What follows belongs to an exercise in optimizing a design on an open flow for small area, a short achievable clock period and few clock cycles per item; a production flow would make more cautious choices.
Power figures rest on the tool's default switching activity, not on a simulated workload.

==> v9 <==
## array_mul_top
module array_mul_top (
   input  logic        clk,
   input  logic        arst_n,
   input  logic        in_valid,
   input  logic        para_mode,
   input  logic [15:0] a,
   input  logic [15:0] b,
   output logic        out_valid,
   output logic [31:0] p
);
   wire a0 = a[0];
   wire a1 = a[1];
   wire a2 = a[2];
   wire a3 = a[3];
   wire a4 = a[4];
   wire a5 = a[5];
   wire a6 = a[6];
   wire a7 = a[7];
   wire a8 = a[8];
   wire a9 = a[9];
   wire a10 = a[10];
   wire a11 = a[11];
   wire a12 = a[12];
   wire a13 = a[13];
   wire a14 = a[14];
   wire a15 = a[15];
   wire b0 = b[0];
   wire b1 = b[1];
   wire b2 = b[2];
   wire b3 = b[3];
   wire b4 = b[4];
   wire b5 = b[5];
   wire b6 = b[6];
   wire b7 = b[7];
   wire b8 = b[8];
   wire b9 = b[9];
   wire b10 = b[10];
   wire b11 = b[11];
   wire b12 = b[12];
   wire b13 = b[13];
   wire b14 = b[14];
   wire b15 = b[15];
   wire md = para_mode;
   logic pp_0_0;
   logic pp_0_1;
   logic pp_0_2;
   logic pp_0_3;
   logic pp_0_4;
   logic pp_0_5;
   logic pp_0_6;
   logic pp_0_7;
   logic pp_0_8;
   logic pp_0_9;
   logic pp_0_10;
   logic pp_0_11;
   logic pp_0_12;
   logic pp_0_13;
   logic pp_0_14;
   logic pp_0_15;
   logic pp_1_0;
   logic pp_1_1;
   logic pp_1_2;
   logic pp_1_3;
   logic pp_1_4;
   logic pp_1_5;
   logic pp_1_6;
   logic pp_1_7;
   logic pp_1_8;
   logic pp_1_9;
   logic pp_1_10;
   logic pp_1_11;
   logic pp_1_12;
   logic pp_1_13;
   logic pp_1_14;
   logic pp_1_15;
   logic pp_2_0;
   logic pp_2_1;
   logic pp_2_2;
   logic pp_2_3;
   logic pp_2_4;
   logic pp_2_5;
   logic pp_2_6;
   logic pp_2_7;
   logic pp_2_8;
   logic pp_2_9;
   logic pp_2_10;
   logic pp_2_11;
   logic pp_2_12;
   logic pp_2_13;
   logic pp_2_14;
   logic pp_2_15;
   logic pp_3_0;
  ...
clock: 6.0 ns
lec_check: 0
cap_margin: 20
core_margin: 2
core_utilization: 40
cts_buf_list: sky130_fd_sc_hd__clkbuf_4 sky130_fd_sc_hd__clkbuf_8
cts_cluster_size: 20
setup_slack_margin: 3.6
slew_margin: 20
synth_hierarchical: 1
synth_minimum_keep_size: 0
standard.sh (not shown) runs the stock make flow with config.mk's settings and CLKGATE_MAP_FILE= SYNTH_SCRIPT=/design/flow/synth_recipe.tcl, a recipe that flattens the netlist after the stock synthesis.
==> flow/flow/run.sh <==
#!/bin/bash
# Own layout flow: the standard flow (standard.sh, unchanged steps) with three changes:
# port buffers of sky130_fd_sc_hd__buf_2, the delay cells (clkdlybuf4s*, dlygate*, dlymetal*)
# added to the platform's don't-use list so that repair uses plain buffers, and CTS without
# dummy loads. make's full output goes to orfs_make.log here; each ORFS step also keeps its
# own log under orfs/logs/.
set -euo pipefail
bash standard.sh "BUFFER_PORTS_ARGS=-buffer_cell sky130_fd_sc_hd__buf_1" \
  "DONT_USE_CELLS=sky130_fd_sc_hd__probe_p_8 sky130_fd_sc_hd__probec_p_8 sky130_fd_sc_hd__lpflow_bleeder_1 sky130_fd_sc_hd__lpflow_clkbufkapwr_1 sky130_fd_sc_hd__lpflow_clkbufkapwr_16 sky130_fd_sc_hd__lpflow_clkbufkapwr_2 sky130_fd_sc_hd__lpflow_clkbufkapwr_4 sky130_fd_sc_hd__lpflow_clkbufkapwr_8 sky130_fd_sc_hd__lpflow_clkinvkapwr_1 sky130_fd_sc_hd__lpflow_clkinvkapwr_16 sky130_fd_sc_hd__lpflow_clkinvkapwr_2 sky130_fd_sc_hd__lpflow_clkinvkapwr_4 sky130_fd_sc_hd__lpflow_clkinvkapwr_8 sky130_fd_sc_hd__lpflow_decapkapwr_12 sky130_fd_sc_hd__lpflow_decapkapwr_3 sky130_fd_sc_hd__lpflow_decapkapwr_4 sky130_fd_sc_hd__lpflow_decapkapwr_6 sky130_fd_sc_hd__lpflow_decapkapwr_8 sky130_fd_sc_hd__lpflow_inputiso0n_1 sky130_fd_sc_hd__lpflow_inputiso0p_1 sky130_fd_sc_hd__lpflow_inputiso1n_1 sky130_fd_sc_hd__lpflow_inputiso1p_1 sky130_fd_sc_hd__lpflow_inputisolatch_1 sky130_fd_sc_hd__lpflow_isobufsrc_1 sky130_fd_sc_hd__lpflow_isobufsrc_16 sky130_fd_sc_hd__lpflow_isobufsrc_2 sky130_fd_sc_hd__lpflow_isobufsrc_4 sky130_fd_sc_hd__lpflow_isobufsrc_8 sky130_fd_sc_hd__lpflow_isobufsrckapwr_16 sky130_fd_sc_hd__lpflow_lsbuf_lh_hl_isowell_tap_1 sky130_fd_sc_hd__lpflow_lsbuf_lh_hl_isowell_tap_2 sky130_fd_sc_hd__lpflow_lsbuf_lh_hl_isowell_tap_4 sky130_fd_sc_hd__lpflow_lsbuf_lh_isowell_4 sky130_fd_sc_hd__lpflow_lsbuf_lh_isowell_tap_1 sky130_fd_sc_hd__lpflow_lsbuf_lh_isowell_tap_2 sky130_fd_sc_hd__lpflow_lsbuf_lh_isowell_tap_4  sky130_fd_sc_hd__clkdlybuf4s15_1 sky130_fd_sc_hd__clkdlybuf4s15_2 sky130_fd_sc_hd__clkdlybuf4s18_1 sky130_fd_sc_hd__clkdlybuf4s18_2 sky130_fd_sc_hd__clkdlybuf4s25_1 sky130_fd_sc_hd__clkdlybuf4s25_2 sky130_fd_sc_hd__clkdlybuf4s50_1 sky130_fd_sc_hd__clkdlybuf4s50_2 sky130_fd_sc_hd__dlygate4sd1_1 sky130_fd_sc_hd__dlygate4sd2_1 sky130_fd_sc_hd__dlygate4sd3_1 sky130_fd_sc_hd__dlymetal6s2s_1 sky130_fd_sc_hd__dlymetal6s4s_1 sky130_fd_sc_hd__dlymetal6s6s_1" \
  "CTS_ARGS=-sink_clustering_enable -repair_clock_nets -dont_use_dummy_load -buf_list {sky130_fd_sc_hd__clkbuf_4 sky130_fd_sc_hd__clkbuf_8} -sink_clustering_size 20" \
  finish > orfs_make.log 2>&1
==> v29 (differences from v9) <==
--- a/flow/design.v
+++ b/flow/design.v
@@ -927,18 +927,16 @@
    logic sm27;
    logic sm28;
    logic sm29;
    logic sm30;
    logic sm31;
    logic pp_15_15_q1;
-   logic fs0_q1;
-   logic hs1_q1;
-   logic hc1_q1;
-   logic fs1_q1;
    logic fs2_q1;
    logic fc2_q1;
+   logic hs2_q1;
+   logic hc2_q1;
    logic fs5_q1;
    logic fc5_q1;
    logic fs6_q1;
    logic fs7_q1;
    logic fs8_q1;
    logic fc8_q1;
@@ -963,49 +961,39 @@
    logic fc32_q1;
    logic fs39_q1;
    logic fs40_q1;
    logic fc40_q1;
    logic fs41_q1;
    logic fc41_q1;
-   logic fs44_q2;
-   logic hs9_q2;
-   logic hc9_q2;
    logic fs49_q1;
    logic fc49_q1;
    logic fs50_q1;
    logic fc50_q1;
    logic fs51_q1;
    logic fc51_q1;
-   logic hs10_q2;
-   logic hc10_q2;
    logic fs58_q1;
    logic fs59_q1;
    logic fc59_q1;
    logic fs60_q1;
    logic fc60_q1;
    logic fs61_q1;
    logic fc61_q1;
-   logic hs11_q2;
-   logic hc11_q2;
    logic fs71_q1;
    logic fc71_q1;
    logic fs72_q1;
    logic fc72_q1;
    logic fs73_q1;
    logic fc73_q1;
-   logic hs12_q2;
-   logic hc12_q2;
    logic fs81_q1;
    logic fs82_q1;
    logic fs83_q1;
    logic fc83_q1;
    logic fs84_q1;
    logic fc84_q1;
    logic fs85_q1;
    logic fc85_q1;
-   logic hs13_q2;
    logic hc13_q2;
    logic fs95_q1;
    logic fs96_q1;
    logic fc96_q1;
    logic fs97_q1;
    logic fc97_q1;
@@ -1086,18 +1074,29 @@
    logic p0_q2;
    logic p0_q3;
    logic p1_q1;
    logic p1_q2;
    logic p1_q3;
    logic g2_q1;
-   logic p2_q1;
+   logic g3_q1;
+   logic p3_q1;
    logic g8_q2;
    logic p8_q2;
    logic p9_q2;
    logic g10_q2;
    logic p10_q2;
+   logic g11_q2;
+   logic p11_q2;
+   logic g12_q2;
+   logic p12_q2;
+   logic g13_q2;
+   logic p13_q2;
+   logic g14_q2;
+   logic p14_q2;
+   logic g15_q2;
+   logic p15_q2;
    logic g23_q2;
    logic p23_q2;
    logic g24_q2;
    logic p24_q2;
    logic p25_q2;
    logic p25_q3;
@@ -1111,21 +1110,23 @@
    logic p28_q3;
    logic p29_q2;
    logic p29_q3;
    logic p30_q2;
    logic p30_q3;
    logic cg0_q1;
+   logic cp1_q1;
    logic cg4_q2;
    logic cp4_q2;
    logic cg12_q2;
    logic cp12_q2;
    logic cg13_q2;
    logic cp13_q2;
    logic cg14_q2;
    logic cp14_q2;
    logic cg16_q1;
+   logic cp20_q2;
    logic cg30_q2;
    logic cp30_q2;
    logic cg35_q2;
    logic cg72_q3;
    logic cg73_q3;
    logic cg74_q3;
@@ -1421,17 +1422,17 @@
    assign pp_15_15 = ~(a15 & b15);
    mul_fa u_ha0 (.x(pp_0_2), .y(pp_1_1), .z(1'b1), .s(hs0), .c(hc0));
    mul_fa u_fa0 (.x(pp_0_3), .y(pp_1_2), .z(pp_2_1), .s(fs0), .c(fc0));
    mul_fa u_ha1 (.x(pp_3_0), .y(hc0), .z(1'b1), .s(hs1), .c(hc1));
    mul_fa u_fa1 (.x(pp_0_4), .y(pp_1_3), .z(pp_2_2), .s(fs1), .c(fc1));
    mul_fa u_fa2 (.x(pp_3_1), .y(pp_4_0), .z(fc0), .s(fs2), .c(fc2));
-   mul_fa u_ha2 (.x(fs1_q1), .y(hc1_q1), .z(1'b1), .s(hs2), .c(hc2));
+   mul_fa u_ha2 (.x(fs1), .y(hc1), .z(1'b1), .s(hs2), .c(hc2));
    mul_fa u_fa3 (.x(pp_0_5), .y(pp_1_4), .z(pp_2_3), .s(fs3), .c(fc3));
    mul_fa u_fa4 (.x(pp_3_2), .y(pp_4_1), .z(pp_5_0), .s(fs4), .c(fc4));
    mul_fa u_fa5 (.x(fc1), .y(fs3), .z(fs4), .s(fs5), .c(fc5));
-   mul_fa u_ha3 (.x(fc2_q1), .y(fs5_q1), .z(1'b1), .s(hs3), .c(hc3));
+   mul_fa u_ha3 (.x(hc2_q1), .y(fc2_q1), .z(1'b1), .s(hs3), .c(hc3));
    mul_fa u_fa6 (.x(pp_0_6), .y(pp_1_5), .z(pp_2_4), .s(fs6), .c(fc6));
    mul_fa u_fa7 (.x(pp_3_3), .y(pp_4_2), .z(pp_5_1), .s(fs7), .c(fc7));
    mul_fa u_fa8 (.x(pp_6_0), .y(fc3), .z(fc4), .s(fs8), .c(fc8));
    mul_fa u_fa9 (.x(fs6_q1), .y(fs7_q1), .z(fc5_q1), .s(fs9), .c(fc9));
    mul_fa u_ha4 (.x(fs8_q1), .y(hc3), .z(1'b1), .s(hs4), .c(hc4));
    mul_fa u_fa10 (.x(pp_0_7), .y(pp_1_6), .z(pp_2_5), .s(fs10), .c(fc10));
@@ -1631,38 +1632,38 @@
    mul_fa u_fa194 (.x(pp_14_15), .y(pp_15_14), .z(fc192), .s(fs194), .c(fc194));
    assign p0 = ~pp_0_0;
    assign g1 = pp_0_1 & pp_1_0;
    assign p1 = pp_0_1 ^ pp_1_0;
    assign g2 = pp_2_0 & hs0;
    assign p2 = pp_2_0 ^ hs0;
-   assign g3 = fs0_q1 & hs1_q1;
-   assign p3 = fs0_q1 ^ hs1_q1;
-   assign g4 = fs2_q1 & hs2;
-   assign p4 = fs2_q1 ^ hs2;
-   assign g5 = hc2 & hs3;
-   assign p5 = hc2 ^ hs3;
+   assign g3 = fs0 & hs1;
+   assign p3 = fs0 ^ hs1;
+   assign g4 = hs2_q1 & fs2_q1;
+   assign p4 = hs2_q1 ^ fs2_q1;
+   assign g5 = fs5_q1 & hs3;
+   assign p5 = fs5_q1 ^ hs3;
    assign g6 = fs9 & hs4;
    assign p6 = fs9 ^ hs4;
    assign g7 = hc4 & hs5;
    assign p7 = hc4 ^ hs5;
    assign g8 = fs20 & hs6;
    assign p8 = fs20 ^ hs6;
    assign g9 = hc6 & hs7;
    assign p9 = hc6 ^ hs7;
    assign g10 = hc7 & hs8;
    assign p10 = hc7 ^ hs8;
-   assign g11 = fs44_q2 & hs9_q2;
-   assign p11 = fs44_q2 ^ hs9_q2;
-   assign g12 = hc9_q2 & hs10_q2;
-   assign p12 = hc9_q2 ^ hs10_q2;
-   assign g13 = hc10_q2 & hs11_q2;
-   assign p13 = hc10_q2 ^ hs11_q2;
-   assign g14 = hc11_q2 & hs12_q2;
-   assign p14 = hc11_q2 ^ hs12_q2;
-   assign g15 = hc12_q2 & hs13_q2;
-   assign p15 = hc12_q2 ^ hs13_q2;
+   assign g11 = fs44 & hs9;
+   assign p11 = fs44 ^ hs9;
+   assign g12 = hc9 & hs10;
+   assign p12 = hc9 ^ hs10;
+   assign g13 = hc10 & hs11;
+   assign p13 = hc10 ^ hs11;
+   assign g14 = hc11 & hs12;
+   assign p14 = hc11 ^ hs12;
+   assign g15 = hc12 & hs13;
+   assign p15 = hc12 ^ hs13;
    assign g16 = fs103_q2 & hs14;
    assign p16 = fs103_q2 ^ hs14;
    assign g17 = hc14 & fs116;
    assign p17 = hc14 ^ fs116;
    assign g18 = fs128_q2 & fc116;
    assign p18 = fs128_q2 ^ fc116;
@@ -1688,26 +1689,26 @@
    assign p28 = fs193 ^ fc191;
    assign g29 = fs194_q1 & fc193;
    assign p29 = fs194_q1 ^ fc193;
    assign g30 = pp_15_15_q1 & fc194_q1;
    assign p30 = pp_15_15_q1 ^ fc194_q1;
    assign cg0 = g1 | p1;
-   assign cg1 = g3 | (p3 & g2_q1);
-   assign cp1 = p3 & p2_q1;
+   assign cg1 = g3_q1 | (p3_q1 & g2_q1);
+   assign cp1 = p3 & p2;
    assign cg2 = g5 | (p5 & g4);
    assign cp2 = p5 & p4;
    assign cg3 = g7 | (p7 & g6);
    assign cp3 = p7 & p6;
    assign cg4 = g9 | (p9 & g8);
    assign cp4 = p9 & p8;
-   assign cg5 = g11 | (p11 & g10_q2);
-   assign cp5 = p11 & p10_q2;
-   assign cg6 = g13 | (p13 & g12);
-   assign cp6 = p13 & p12;
-   assign cg7 = g15 | (p15 & g14);
-   assign cp7 = p15 & p14;
+   assign cg5 = g11_q2 | (p11_q2 & g10_q2);
+   assign cp5 = p11_q2 & p10_q2;
+   assign cg6 = g13_q2 | (p13_q2 & g12_q2);
+   assign cp6 = p13_q2 & p12_q2;
+   assign cg7 = g15_q2 | (p15_q2 & g14_q2);
+   assign cp7 = p15_q2 & p14_q2;
    assign cg8 = g17 | (p17 & g16);
    assign cp8 = p17 & p16;
    assign cg9 = g19 | (p19 & g18);
    assign cp9 = p19 & p18;
    assign cg10 = g21 | (p21 & g20);
    assign cp10 = p21 & p20;
@@ -1717,23 +1718,23 @@
    assign cp12 = p25 & p24;
    assign cg13 = g27 | (p27 & g26);
    assign cp13 = p27 & p26;
    assign cg14 = g29 | (p29 & g28);
    assign cp14 = p29 & p28;
    assign cg16 = g2 | (p2 & cg0);
-   assign cg17 = cg1 | (cp1 & cg0_q1);
+   assign cg17 = cg1 | (cp1_q1 & cg0_q1);
    assign cg18 = g6 | (p6 & cg2);
    assign cp18 = p6 & cp2;
    assign cg19 = cg3 | (cp3 & cg2);
    assign cp19 = cp3 & cp2;
    assign cg20 = g10_q2 | (p10_q2 & cg4_q2);
-   assign cp20 = p10_q2 & cp4_q2;
+   assign cp20 = p10 & cp4;
    assign cg21 = cg5 | (cp5 & cg4_q2);
    assign cp21 = cp5 & cp4_q2;
-   assign cg22 = g14 | (p14 & cg6);
-   assign cp22 = p14 & cp6;
+   assign cg22 = g14_q2 | (p14_q2 & cg6);
+   assign cp22 = p14_q2 & cp6;
    assign cg23 = cg7 | (cp7 & cg6);
    assign cp23 = cp7 & cp6;
    assign cg24 = g18 | (p18 & cg8);
    assign cp24 = p18 & cp8;
    assign cg25 = cg9 | (cp9 & cg8);
    assign cp25 = cp9 & cp8;
@@ -1748,14 +1749,14 @@
    assign cg30 = g30 | (p30 & cg14);
    assign cp30 = p30 & cp14;
    assign cg32 = g4 | (p4 & cg17);
    assign cg33 = cg2 | (cp2 & cg17);
    assign cg34 = cg18 | (cp18 & cg17);
    assign cg35 = cg19 | (cp19 & cg17);
-   assign cg36 = g12 | (p12 & cg21);
-   assign cp36 = p12 & cp21;
+   assign cg36 = g12_q2 | (p12_q2 & cg21);
+   assign cp36 = p12_q2 & cp21;
    assign cg37 = cg6 | (cp6 & cg21);
    assign cp37 = cp6 & cp21;
    assign cg38 = cg22 | (cp22 & cg21);
    assign cp38 = cp22 & cp21;
    assign cg39 = cg23 | (cp23 & cg21);
    assign cp39 = cp23 & cp21;
@@ -1772,13 +1773,13 @@
    assign cg45 = cg14_q2 | (cp14_q2 & cg29);
    assign cp45 = cp14_q2 & cp29;
    assign cg46 = cg30_q2 | (cp30_q2 & cg29);
    assign cp46 = cp30_q2 & cp29;
    assign cg48 = g8_q2 | (p8_q2 & cg35_q2);
    assign cg49 = cg4_q2 | (cp4_q2 & cg35_q2);
-   assign cg50 = cg20 | (cp20 & cg35_q2);
+   assign cg50 = cg20 | (cp20_q2 & cg35_q2);
    assign cg51 = cg21 | (cp21 & cg35_q2);
    assign cg52 = cg36 | (cp36 & cg35_q2);
    assign cg53 = cg37 | (cp37 & cg35_q2);
    assign cg54 = cg38 | (cp38 & cg35_q2);
    assign cg55 = cg39 | (cp39 & cg35_q2);
    assign cg56 = g24_q2 | (p24_q2 & cg43);
@@ -1808,25 +1809,25 @@
    assign cg74 = cg58 | (cp58 & cg55);
    assign cg75 = cg59 | (cp59 & cg55);
    assign cg76 = cg60 | (cp60 & cg55);
    assign cg77 = cg61 | (cp61 & cg55);
    assign cg78 = cg62 | (cp62 & cg55);
    assign sm2 = ~(p2 ^ cg0);
-   assign sm3 = ~(p3 ^ cg16_q1);
+   assign sm3 = ~(p3_q1 ^ cg16_q1);
    assign sm4 = ~(p4 ^ cg17);
    assign sm5 = ~(p5 ^ cg32);
    assign sm6 = ~(p6 ^ cg33);
    assign sm7 = ~(p7 ^ cg34);
    assign sm8 = ~(p8_q2 ^ cg35_q2);
    assign sm9 = ~(p9_q2 ^ cg48);
    assign sm10 = ~(p10_q2 ^ cg49);
-   assign sm11 = ~(p11 ^ cg50);
-   assign sm12 = ~(p12 ^ cg51);
-   assign sm13 = ~(p13 ^ cg52);
-   assign sm14 = ~(p14 ^ cg53);
-   assign sm15 = ~(p15 ^ cg54);
+   assign sm11 = ~(p11_q2 ^ cg50);
+   assign sm12 = ~(p12_q2 ^ cg51);
+   assign sm13 = ~(p13_q2 ^ cg52);
+   assign sm14 = ~(p14_q2 ^ cg53);
+   assign sm15 = ~(p15_q2 ^ cg54);
    assign sm16 = ~(p16 ^ cg55);
    assign sm17 = ~(p17 ^ cg64);
    assign sm18 = ~(p18 ^ cg65);
    assign sm19 = ~(p19 ^ cg66);
    assign sm20 = ~(p20 ^ cg67);
    assign sm21 = ~(p21 ^ cg68);
@@ -1839,18 +1840,16 @@
    assign sm28 = ~(p28_q3 ^ cg75_q3);
    assign sm29 = ~(p29_q3 ^ cg76_q3);
    assign sm30 = ~(p30_q3 ^ cg77_q3);
    assign sm31 = ~cg78;
    always_ff @(posedge clk) begin
       pp_15_15_q1 <= pp_15_15;
-      fs0_q1 <= fs0;
-      hs1_q1 <= hs1;
-      hc1_q1 <= hc1;
-      fs1_q1 <= fs1;
       fs2_q1 <= fs2;
       fc2_q1 <= fc2;
+      hs2_q1 <= hs2;
+      hc2_q1 <= hc2;
       fs5_q1 <= fs5;
       fc5_q1 <= fc5;
       fs6_q1 <= fs6;
       fs7_q1 <= fs7;
       fs8_q1 <= fs8;
       fc8_q1 <= fc8;
@@ -1875,49 +1874,39 @@
       fc32_q1 <= fc32;
       fs39_q1 <= fs39;
       fs40_q1 <= fs40;
       fc40_q1 <= fc40;
       fs41_q1 <= fs41;
       fc41_q1 <= fc41;
-      fs44_q2 <= fs44;
-      hs9_q2 <= hs9;
-      hc9_q2 <= hc9;
       fs49_q1 <= fs49;
       fc49_q1 <= fc49;
       fs50_q1 <= fs50;
       fc50_q1 <= fc50;
       fs51_q1 <= fs51;
       fc51_q1 <= fc51;
-      hs10_q2 <= hs10;
-      hc10_q2 <= hc10;
       fs58_q1 <= fs58;
       fs59_q1 <= fs59;
       fc59_q1 <= fc59;
       fs60_q1 <= fs60;
       fc60_q1 <= fc60;
       fs61_q1 <= fs61;
       fc61_q1 <= fc61;
-      hs11_q2 <= hs11;
-      hc11_q2 <= hc11;
       fs71_q1 <= fs71;
       fc71_q1 <= fc71;
       fs72_q1 <= fs72;
       fc72_q1 <= fc72;
       fs73_q1 <= fs73;
       fc73_q1 <= fc73;
-      hs12_q2 <= hs12;
-      hc12_q2 <= hc12;
       fs81_q1 <= fs81;
       fs82_q1 <= fs82;
       fs83_q1 <= fs83;
       fc83_q1 <= fc83;
       fs84_q1 <= fs84;
       fc84_q1 <= fc84;
       fs85_q1 <= fs85;
       fc85_q1 <= fc85;
-      hs13_q2 <= hs13;
       hc13_q2 <= hc13;
       fs95_q1 <= fs95;
       fs96_q1 <= fs96;
       fc96_q1 <= fc96;
       fs97_q1 <= fs97;
       fc97_q1 <= fc97;
@@ -1998,18 +1987,29 @@
       p0_q2 <= p0_q1;
       p0_q3 <= p0_q2;
       p1_q1 <= p1;
       p1_q2 <= p1_q1;
       p1_q3 <= p1_q2;
       g2_q1 <= g2;
-      p2_q1 <= p2;
+      g3_q1 <= g3;
+      p3_q1 <= p3;
       g8_q2 <= g8;
       p8_q2 <= p8;
       p9_q2 <= p9;
       g10_q2 <= g10;
       p10_q2 <= p10;
+      g11_q2 <= g11;
+      p11_q2 <= p11;
+      g12_q2 <= g12;
+      p12_q2 <= p12;
+      g13_q2 <= g13;
+      p13_q2 <= p13;
+      g14_q2 <= g14;
+      p14_q2 <= p14;
+      g15_q2 <= g15;
+      p15_q2 <= p15;
       g23_q2 <= g23;
       p23_q2 <= p23;
       g24_q2 <= g24;
       p24_q2 <= p24;
       p25_q2 <= p25;
       p25_q3 <= p25_q2;
@@ -2023,21 +2023,23 @@
       p28_q3 <= p28_q2;
       p29_q2 <= p29;
       p29_q3 <= p29_q2;
       p30_q2 <= p30;
       p30_q3 <= p30_q2;
       cg0_q1 <= cg0;
+      cp1_q1 <= cp1;
       cg4_q2 <= cg4;
       cp4_q2 <= cp4;
       cg12_q2 <= cg12;
       cp12_q2 <= cp12;
       cg13_q2 <= cg13;
       cp13_q2 <= cp13;
       cg14_q2 <= cg14;
       cp14_q2 <= cp14;
       cg16_q1 <= cg16;
+      cp20_q2 <= cp20;
       cg30_q2 <= cg30;
       cp30_q2 <= cp30;
       cg35_q2 <= cg35;
       cg72_q3 <= cg72;
       cg73_q3 <= cg73;
       cg74_q3 <= cg74;
--- a/flow/config.mk
+++ b/flow/config.mk
@@ -7,10 +7,10 @@
 export LEC_CHECK = 0
 export CAP_MARGIN = 20
 export CORE_MARGIN = 2
 export CORE_UTILIZATION = 40
 export CTS_BUF_LIST = sky130_fd_sc_hd__clkbuf_4 sky130_fd_sc_hd__clkbuf_8
 export CTS_CLUSTER_SIZE = 20
-export SETUP_SLACK_MARGIN = 3.6
+export SETUP_SLACK_MARGIN = 3.4
 export SLEW_MARGIN = 20
 export SYNTH_HIERARCHICAL = 1
 export SYNTH_MINIMUM_KEEP_SIZE = 0
==> comparison table <==
Width of the chip: v29 176 um; v9 175 um
Result of the run: v29 finished clean; v9 finished clean
Vias post-DR: v29 6727; v9 6659
Top fanout value on the critical path: v29 1; v9 3
Clock latency of the later-clocked register in the worst-skew pair: v29 0.52 ns; v9 0.56 ns
FF/Latch Area: v29 4780 sq um; v9 4770 sq um
Number of fill cells in the layout: v29 2664; v9 2639
Proportion of power drawn by the clock network: v29 20.9%; v9 20.8%
Resized Gates After CTS: v29 68; v9 91
Num sequential: v29 238; v9 237
Synth Cell Area: v29 11800 sq um; v9 11700 sq um
Non-Clock Buffer Count: v29 80; v9 106
Global Route met2 Usage: v29 27.2%; v9 26.3%
Power spent charging and discharging nets: v29 0.00190 W; v9 0.00190 W
Met3 routed wirelength: v29 1600 um; v9 1750 um
Critical path data arrival time: v29 3.06 ns; v9 2.88 ns
Multi-input gate area: v29 6920 sq um; v9 6950 sq um
Area fraction of clock buffers and clock inverters: v29 4.28%; v9 4.20%
Final critical path time including I/O delays and setup: v29 2.67 ns; v9 2.46 ns
Die Y: v29 176 um; v9 175 um
Total Routing Usage GR: v29 17.0%; v9 16.7%
No run of this note included a check of the RTL's function; only the layout flow was run.

## static timing again, ports no longer ideal
No port has a modelled driver above. Below, the same layouts with a new extraction and two added sets of constraints. Step 1 (the two cells are an assumption about what drives the block):
set clk [get_ports {clk}]
set_driving_cell -lib_cell sky130_fd_sc_hd__clkbuf_16 $clk
set_driving_cell -lib_cell sky130_fd_sc_hd__buf_2 [delete_from_list [all_inputs] $clk]
Step 2 times the ports against the registers' clock, not the clock port: input delays grow and output delays shrink by t, the midpoint of the rising clock arrivals with the driver on. a / b / c = ideal ports / drivers / drivers and shift; a / b = the first two.
run	t (ns)	setup slack, ns	worst setup path at the end	clock arrival spread, ns	worst data-port slew with drivers (ns)
v9	0.565	3.542 / 3.542 / 3.026	input to register	0.086 / 0.086	0.07
v29	0.551	3.332 / 3.332 / 2.910	input to register	0.033 / 0.034	0.05
After both steps setup and hold are still met in every run listed. The setup slack of v9, which loses most, moves by 0.000 ns with the drivers and by -0.516 ns with both steps.
